Background: an optimization exercise with open tools, aiming at small area. Do not read the settings as production practice. Only simulation tests tie the RTL to the original design; equivalence was not proved. Power is estimated from default activity; no workload was simulated.

==> flow/design.v <==
package pfgm_pkg;
	localparam int SAMPLE_W = 16;
	localparam int GAIN_W   = 17;
endpackage
module pcm_format_gain_mixer #(
	parameter int GAIN_FRAC_BITS = 16
) (
	input  logic                                 clk,
	input  logic                                 arst_n,
	input  logic                                 psel,
	input  logic                                 penable,
	input  logic                                 pwrite,
	input  logic [2:0]                           paddr,
	input  logic [31:0]                          pwdata,
	output logic [31:0]                          prdata,
	output logic                                 pready,
	input  logic                                 in_valid,
	output logic                                 in_stall,
	input  logic                                 active,
	input  logic [2:0]                           sample_format,
	input  logic [31:0]                          sample_word,
	input  logic [pfgm_pkg::GAIN_W-1:0]          source_gain,
	input  logic                                 last_source,
	output logic                                 out_valid,
	input  logic                                 out_stall,
	output logic signed [pfgm_pkg::SAMPLE_W-1:0] mixed_left,
	output logic signed [pfgm_pkg::SAMPLE_W-1:0] mixed_right,
	output logic                                 clipped
);
	localparam logic [1:0] PH_F = 2'd0;   
	localparam logic [1:0] PH_P = 2'd1;   
	localparam logic [1:0] PH_S = 2'd2;   
	logic [16:0] mg_q;
	logic        mg_set;
	logic [16:0] mg_eff;
	logic        wr_ok;
	assign pready = 1'b1;
	assign wr_ok  = psel & penable & pwrite & ~paddr[2] & (~pwdata[16] | ~(|pwdata[15:0]));
	assign mg_eff = mg_set ? mg_q : 17'h10000;
	assign prdata = {15'd0, paddr[2] ? 17'd0 : mg_eff};
	always_ff @(posedge clk) begin
		if (wr_ok) begin
			mg_q <= pwdata[16:0];
		end
	end
	always_ff @(posedge clk or negedge arst_n) begin
		if (!arst_n) begin
			mg_set <= 1'b0;
		end else if (wr_ok) begin
			mg_set <= 1'b1;
		end
	end
	logic [1:0]  ph;
	logic [1:0]  ch;
	logic [4:0]  i;
	logic [4:0]  j;
	logic [4:0]  c;
	logic signed [16:0] acc;
	logic        sticky;
	logic        cy;
	logic        fresh;
	logic        ov;
	logic        clip_q;
	logic [15:0] sum_l;
	logic [15:0] sum_r;
	logic        run;
	logic        cnt_end;
	logic        accept;
	logic        end_diag;
	logic        fin;
	assign run      = in_valid & ~ov;
	assign cnt_end  = (i == 5'd16);
	assign accept   = (ph == PH_F) & (ch == 2'd2) & cnt_end;
	assign in_stall = ~accept;
	assign end_diag = (j == 5'd0) | (i == 5'd16);
	assign fin      = (i == 5'd16) & (j == 5'd16);
	logic        silent;
	logic        sel_hi;
	logic [7:0]  byte_v;
	logic [15:0] smp;
	assign silent = ~active | sample_format[2];
	assign sel_hi = ch[0] & sample_format[0];
	assign byte_v = sel_hi ? sample_word[15:8] : sample_word[7:0];
	assign smp    = sample_format[1] ? (sel_hi ? sample_word[31:16] : sample_word[15:0])
	                                 : {{3{~byte_v[7]}}, byte_v[6:0], 6'd0};
	logic        pb;
	logic [4:0]  u;
	logic        tk;
	logic [15:0] term;
	logic signed [17:0] addv;
	logic [15:0] sum_c;
	logic        sb;
	logic        r;
	logic        c17;
	logic        r17;
	logic        top_in;
	logic        stream;
	logic        sat;
	assign pb     = (ph == PH_P) & ~silent & mg_eff[i] & source_gain[j];
	assign u      = c + {4'd0, pb};
	assign tk     = (ph == PH_P) & u[0];
	assign term   = tk ? smp : 16'd0;
	assign addv   = {acc[16], acc} + {term[15], term, 1'b0};
	assign sum_c  = ch[0] ? sum_r : sum_l;
	assign sb     = ~fresh & (i[4] ? sum_c[15] : sum_c[0]);
	assign r      = acc[0] ^ sb ^ cy;
	assign c17    = (acc[0] & sb) | (acc[0] & cy) | (sb & cy);
	assign r17    = acc[0] ^ sb ^ c17;
	assign top_in = (ph == PH_P) ? addv[17] : ((ph == PH_S) ? r : 1'b0);
	assign stream = cy ? ((i == 5'd15) ? sticky : ~sticky) : acc[0];
	assign sat    = ~((acc[16] == r) & (r == r17));
	always_ff @(posedge clk) begin
		if (~((ph == PH_P) & ~end_diag)) begin
			acc <= {top_in, addv[16:1]};
		end
	end
	always_ff @(posedge clk) begin
		if (ph == PH_P) begin
			c <= end_diag ? {1'b0, u[4:1]} : u;
		end else begin
			c <= 5'd0;
		end
	end
	always_ff @(posedge clk) begin
		case (ph)
			PH_P: begin
				if (fin) begin
					cy <= (sticky | acc[0]) & smp[15];
				end
				if (end_diag) begin
					sticky <= sticky | acc[0];
				end
			end
			PH_S: begin
				if (cnt_end) begin
					cy     <= sat;
					sticky <= r17;
				end else begin
					cy     <= c17;
				end
			end
			default: begin
				if (cnt_end) begin
					sticky <= 1'b0;
				end
			end
		endcase
	end
	logic en_l, en_r;
	assign en_l = ~i[4] & (((ph == PH_S) & (ch == 2'd0)) | ((ph == PH_F) & (ch == 2'd1)));
	assign en_r = ~i[4] & (((ph == PH_S) & (ch == 2'd1)) | ((ph == PH_F) & (ch == 2'd2)));
	always_ff @(posedge clk) begin
		if (en_l) begin
			sum_l <= {(ph == PH_F) ? stream : sum_l[0], sum_l[15:1]};
		end
		if (en_r) begin
			sum_r <= {(ph == PH_F) ? stream : sum_r[0], sum_r[15:1]};
		end
	end
	always_ff @(posedge clk) begin
		if ((ph == PH_S) & cnt_end) begin
			clip_q <= (clip_q & ~(fresh & (ch == 2'd0))) | sat;
		end
	end
	always_ff @(posedge clk or negedge arst_n) begin
		if (!arst_n) begin
			ph <= PH_F;
			ch <= 2'd0;
			i  <= 5'd0;
		end else begin
			case (ph)
				PH_P: begin
					if (fin) begin
						ph <= PH_S;
						i  <= 5'd0;
					end else if (end_diag) begin
						if (i == 5'd16) begin
							i <= j + 5'd1;
						end else begin
							i <= 5'd0;
						end
					end else begin
						i <= i + 5'd1;
					end
				end
				PH_S: begin
					if (cnt_end) begin
						ph <= PH_F;
						ch <= ch + 2'd1;
						i  <= 5'd0;
					end else begin
						i <= i + 5'd1;
					end
				end
				default: begin
					if (cnt_end) begin
						i <= 5'd0;
						if (ch == 2'd2) begin
							ch <= 2'd0;
						end else if ((ch != 2'd0) | run) begin
							ph <= PH_P;
						end
					end else begin
						i <= i + 5'd1;
					end
				end
			endcase
		end
	end
	always_ff @(posedge clk) begin
		if (ph == PH_P) begin
			if (end_diag) begin
				j <= (i == 5'd16) ? 5'd16 : i + 5'd1;
			end else begin
				j <= j - 5'd1;
			end
		end else begin
			j <= 5'd0;
		end
	end
	always_ff @(posedge clk or negedge arst_n) begin
		if (!arst_n) begin
			ov    <= 1'b0;
			fresh <= 1'b1;
		end else begin
			if (accept & in_valid) begin
				ov    <= last_source;
				fresh <= last_source;
			end else if (~out_stall) begin
				ov <= 1'b0;
			end
		end
	end
	assign out_valid   = ov;
	assign mixed_left  = sum_l;
	assign mixed_right = sum_r;
	assign clipped     = clip_q;
endmodule
export LEC_CHECK = 0
export CAP_MARGIN = 20
export CORE_MARGIN = 2
export CORE_UTILIZATION = 40
export CTS_BUF_LIST = sky130_fd_sc_hd__clkbuf_4 sky130_fd_sc_hd__clkbuf_8
export SLEW_MARGIN = 20
create_clock -name core_clock -period 8.0 [get_ports {clk}]
standard.sh (not shown) runs the stock make flow with config.mk's settings and CLKGATE_MAP_FILE= SYNTH_SCRIPT=/design/flow/synth_recipe.tcl, a recipe that flattens the netlist after the stock synthesis.
==> flow/flow/run.sh <==
#!/bin/bash
# The standard layout with two changes:
#  - synthesis maps the logic with an area-oriented ABC script (flow/abc_map.script)
#    in place of ORFS's speed script; everything else in synthesis is unchanged;
#  - the port buffers are made of the smallest buffer cell.
set -euo pipefail
rm -rf scripts_abc
cp -r "$FLOW_HOME/scripts" scripts_abc
cp flow/abc_map.script scripts_abc/abc_speed.script
bash standard.sh "SCRIPTS_DIR=$PWD/scripts_abc" "BUFFER_PORTS_ARGS=-buffer_cell sky130_fd_sc_hd__buf_1" finish > make_finish.log 2>&1
==> flow/flow/abc_map.script <==
&get -n
&st
&dch
&nf -R 1000
&put
Next try:
--- a/flow/design.v
+++ b/flow/design.v
@@ -54,8 +54,7 @@
 	logic [1:0]  ch;
 	logic [4:0]  i;
 	logic [4:0]  j;
-	logic [4:0]  c;
-	logic signed [16:0] acc;
+	logic signed [20:0] acc;
 	logic        sticky;
 	logic        cy;
 	logic        fresh;
@@ -69,7 +68,7 @@
 	logic        end_diag;
 	logic        fin;
 	assign run      = in_valid & ~ov;
-	assign cnt_end  = (i == 5'd16);
+	assign cnt_end  = (i == 5'd20);
 	assign accept   = (ph == PH_F) & (ch == 2'd2) & cnt_end;
 	assign in_stall = ~accept;
 	assign end_diag = (j == 5'd0) | (i == 5'd16);
@@ -84,59 +83,46 @@
 	assign smp    = sample_format[1] ? (sel_hi ? sample_word[31:16] : sample_word[15:0])
 	                                 : {{3{~byte_v[7]}}, byte_v[6:0], 6'd0};
 	logic        pb;
-	logic [4:0]  u;
-	logic        tk;
 	logic [15:0] term;
-	logic signed [17:0] addv;
+	logic signed [20:0] addv;
 	logic [15:0] sum_c;
 	logic        sb;
 	logic        r;
-	logic        c17;
-	logic        r17;
 	logic        top_in;
 	logic        stream;
 	logic        sat;
 	assign pb     = (ph == PH_P) & ~silent & mg_eff[i] & source_gain[j];
-	assign u      = c + {4'd0, pb};
-	assign tk     = (ph == PH_P) & u[0];
-	assign term   = tk ? smp : 16'd0;
-	assign addv   = {acc[16], acc} + {term[15], term, 1'b0};
+	assign term   = pb ? smp : 16'd0;
+	assign addv   = acc + {{5{term[15]}}, term};
 	assign sum_c  = ch[0] ? sum_r : sum_l;
 	assign sb     = ~fresh & (i[4] ? sum_c[15] : sum_c[0]);
 	assign r      = acc[0] ^ sb ^ cy;
-	assign c17    = (acc[0] & sb) | (acc[0] & cy) | (sb & cy);
-	assign r17    = acc[0] ^ sb ^ c17;
-	assign top_in = (ph == PH_P) ? addv[17] : ((ph == PH_S) ? r : 1'b0);
+	assign top_in = (ph == PH_P) ? addv[20] : ((ph == PH_S) ? r : 1'b0);
 	assign stream = cy ? ((i == 5'd15) ? sticky : ~sticky) : acc[0];
-	assign sat    = ~((acc[16] == r) & (r == r17));
-	always_ff @(posedge clk) begin
-		if (~((ph == PH_P) & ~end_diag)) begin
-			acc <= {top_in, addv[16:1]};
-		end
-	end
-	always_ff @(posedge clk) begin
-		if (ph == PH_P) begin
-			c <= end_diag ? {1'b0, u[4:1]} : u;
-		end else begin
-			c <= 5'd0;
+	assign sat    = ~((acc[16] == acc[17]) & (acc[17] == acc[18]));
+	always_ff @(posedge clk) begin
+		if ((ph == PH_P) & ~(end_diag & ~fin)) begin
+			acc <= addv;
+		end else begin
+			acc <= {top_in, addv[20:1]};
 		end
 	end
 	always_ff @(posedge clk) begin
 		case (ph)
 			PH_P: begin
 				if (fin) begin
-					cy <= (sticky | acc[0]) & smp[15];
-				end
-				if (end_diag) begin
-					sticky <= sticky | acc[0];
+					cy <= sticky & smp[15] & ~silent;
+				end
+				if (end_diag & ~fin) begin
+					sticky <= sticky | addv[0];
 				end
 			end
 			PH_S: begin
 				if (cnt_end) begin
 					cy     <= sat;
-					sticky <= r17;
+					sticky <= acc[18];
 				end else begin
-					cy     <= c17;
+					cy     <= (acc[0] & sb) | (acc[0] & cy) | (sb & cy);
 				end
 			end
 			default: begin
Final cell count climbs by 5.8%.
Area after synthesis climbs by 1.2%.
Wire length climbs by 0.94%.
Count of clock-buffer cells in the layout drops by 1.
Maximum frequency drops by 9.9%.
Total power drops by 3.7%.
Via count climbs by 5.2%.
Clock power drops by 6.6%.
Sequential cell count drops by 1.
Sequential share of layout area drops by 3.7 points.
Critical path depth climbs by 3.
Design area climbs by 1.0%.

Starts from the design.v that is shown in full above.
clock: 8.0 ns
lec_check: 0
cap_margin: 5
core_margin: 2
core_utilization: 65
cts_buf_list: sky130_fd_sc_hd__clkbuf_4 sky130_fd_sc_hd__clkbuf_8
cts_cluster_diameter: 100
cts_cluster_size: 30
slew_margin: 5
==> flow/flow/run.sh <==
#!/bin/bash
# The standard layout with these changes:
#  - synthesis maps the logic with an area-oriented ABC script (flow/abc_map.script)
#    in place of ORFS's speed script;
#  - adders are left to ABC instead of being mapped to half/full adder cells first
#    (ADDER_MAP_FILE empty); everything else in synthesis is unchanged;
#  - the port buffers are made of the smallest buffer cell.
#  - one tie cell drives all constant outputs (SKIP_REPAIR_TIE_FANOUT);
#  - clock tree synthesis adds no dummy loads to balance the tree.
set -euo pipefail
rm -rf scripts_abc
cp -r "$FLOW_HOME/scripts" scripts_abc
cp flow/abc_map.script scripts_abc/abc_speed.script
bash standard.sh "SCRIPTS_DIR=$PWD/scripts_abc" "ADDER_MAP_FILE=" "BUFFER_PORTS_ARGS=-buffer_cell sky130_fd_sc_hd__buf_1" "SKIP_REPAIR_TIE_FANOUT=1" "CTS_ARGS=-sink_clustering_enable -repair_clock_nets -sink_clustering_size 30 -sink_clustering_max_diameter 100 -buf_list {sky130_fd_sc_hd__clkbuf_4 sky130_fd_sc_hd__clkbuf_8} -dont_use_dummy_load" finish > make_finish.log 2>&1
==> flow/flow/abc_map.script <==
strash
dc2
dch -f
&get -n
&st
&dch
&nf -R 1000
&put
The baseline produced a clean layout.
Edit:
--- a/flow/design.v
+++ b/flow/design.v
@@ -63,15 +63,26 @@
 	logic        clip_q;
 	logic [15:0] sum_l;
 	logic [15:0] sum_r;
+	logic [15:0] tmp;
+	logic        tmp_sat;
+	logic        last_q;
 	logic        run;
+	logic        abort;
+	logic        wd;
 	logic        cnt_end;
 	logic        accept;
 	logic        end_diag;
 	logic        fin;
 	assign run      = in_valid & ~ov;
 	assign cnt_end  = (i == 5'd16);
-	assign accept   = (ph == PH_F) & (ch == 2'd2) & cnt_end;
-	assign in_stall = ~accept;
+	assign accept   = (ph == PH_F) & (ch == 2'd2) & (i == 5'd0);
+	assign in_stall = ~accept | wd;
+	logic        drop;
+	assign drop     = (~in_valid | wd) & ((ch == 2'd1) | ((ch == 2'd0) & (ph != PH_F)) | accept);
+	assign abort    = drop & (ph != PH_S);
+	always_ff @(posedge clk) begin
+		wd <= drop & (ph == PH_S);
+	end
 	assign end_diag = (j == 5'd0) | (i == 5'd16);
 	assign fin      = (i == 5'd16) & (j == 5'd16);
 	logic        silent;
@@ -146,24 +157,38 @@
 			end
 		endcase
 	end
-	logic en_l, en_r;
-	assign en_l = ~i[4] & (((ph == PH_S) & (ch == 2'd0)) | ((ph == PH_F) & (ch == 2'd1)));
-	assign en_r = ~i[4] & (((ph == PH_S) & (ch == 2'd1)) | ((ph == PH_F) & (ch == 2'd2)));
+	logic en_l, en_r, wb;
+	assign wb   = ~i[4] & (ph == PH_F) & (ch == 2'd2) & ~abort;
+	assign en_l = (~i[4] & (ph == PH_S) & (ch == 2'd0)) | wb;
+	assign en_r = (~i[4] & (ph == PH_S) & (ch == 2'd1)) | wb;
 	always_ff @(posedge clk) begin
 		if (en_l) begin
-			sum_l <= {(ph == PH_F) ? stream : sum_l[0], sum_l[15:1]};
+			sum_l <= {(ph == PH_F) ? tmp[0] : sum_l[0], sum_l[15:1]};
 		end
 		if (en_r) begin
 			sum_r <= {(ph == PH_F) ? stream : sum_r[0], sum_r[15:1]};
 		end
-	end
-	always_ff @(posedge clk) begin
-		if ((ph == PH_S) & cnt_end) begin
-			clip_q <= (clip_q & ~(fresh & (ch == 2'd0))) | sat;
+		if (~i[4] & (ph == PH_F) & ch[0]) begin
+			tmp <= {stream, tmp[15:1]};
+		end else if (wb) begin
+			tmp <= {1'b0, tmp[15:1]};
+		end
+		if ((ph == PH_S) & (ch == 2'd0) & cnt_end) begin
+			tmp_sat <= sat;
+		end
+	end
+	always_ff @(posedge clk) begin
+		if (~in_stall & in_valid) begin
+			clip_q <= (clip_q & ~fresh) | tmp_sat | cy;
+			last_q <= last_source;
 		end
 	end
 	always_ff @(posedge clk or negedge arst_n) begin
 		if (!arst_n) begin
+			ph <= PH_F;
+			ch <= 2'd0;
+			i  <= 5'd0;
+		end else if (abort) begin
 			ph <= PH_F;
 			ch <= 2'd0;
 			i  <= 5'd0;
@@ -223,9 +248,11 @@
 			ov    <= 1'b0;
 			fresh <= 1'b1;
 		end else begin
-			if (accept & in_valid) begin
-				ov    <= last_source;
+			if (~in_stall & in_valid) begin
 				fresh <= last_source;
+			end
+			if ((ph == PH_F) & (ch == 2'd2) & cnt_end) begin
+				ov <= last_q;
 			end else if (~out_stall) begin
 				ov <= 1'b0;
 			end
Non-clock buffer count went up by 1. Total power went up by 4.2%. Cell area rises by 13%. Synthesized area goes up by 14%. Combinational power shrinks by 6.1%. Worst setup slack is better by 0.051 ns. Global-route usage came out lower by 0.76 points. Core utilization fell by 0.57 points. Via count increases by 5.8%.

==> separate check: timing with driven ports <==
In the flow no input, the clock included, has a driving cell. The finished layouts below were timed again as built, in two steps. Step 1, drivers: a clkbuf_16 drives clk and a buf_2 each remaining input, both assumed. Step 2 moves the port delays by t, midway between the first and last clock arrival at a register: inputs arrive t later, outputs are due t later. That takes back most of the time a late clock gives input paths. Three values: ideal, step 1, step 2; two values: the first two.
run	t, ns	slack for setup (ns)	worst setup path after step 2	worst register clock-pin slew, ns	worst slew at a driven data input, ns
the first run of note 1	0.405	2.255 / 2.261 / 1.856	input to register	0.09 / 0.09	0.04
the second run of note 1	0.407	1.626 / 1.640 / 1.233	input to register	0.10 / 0.10	0.04
the first run of note 2	0.383	1.152 / 1.152 / 0.958	input to register	0.10 / 0.10	0.04
the second run of note 2	0.387	1.202 / 1.216 / 0.828	input to register	0.11 / 0.11	0.03
After both steps setup and hold are still met in every run listed. For the first run of note 1, which loses most, drivers alone change the setup slack by +0.006 ns; drivers and shift together by -0.399 ns.
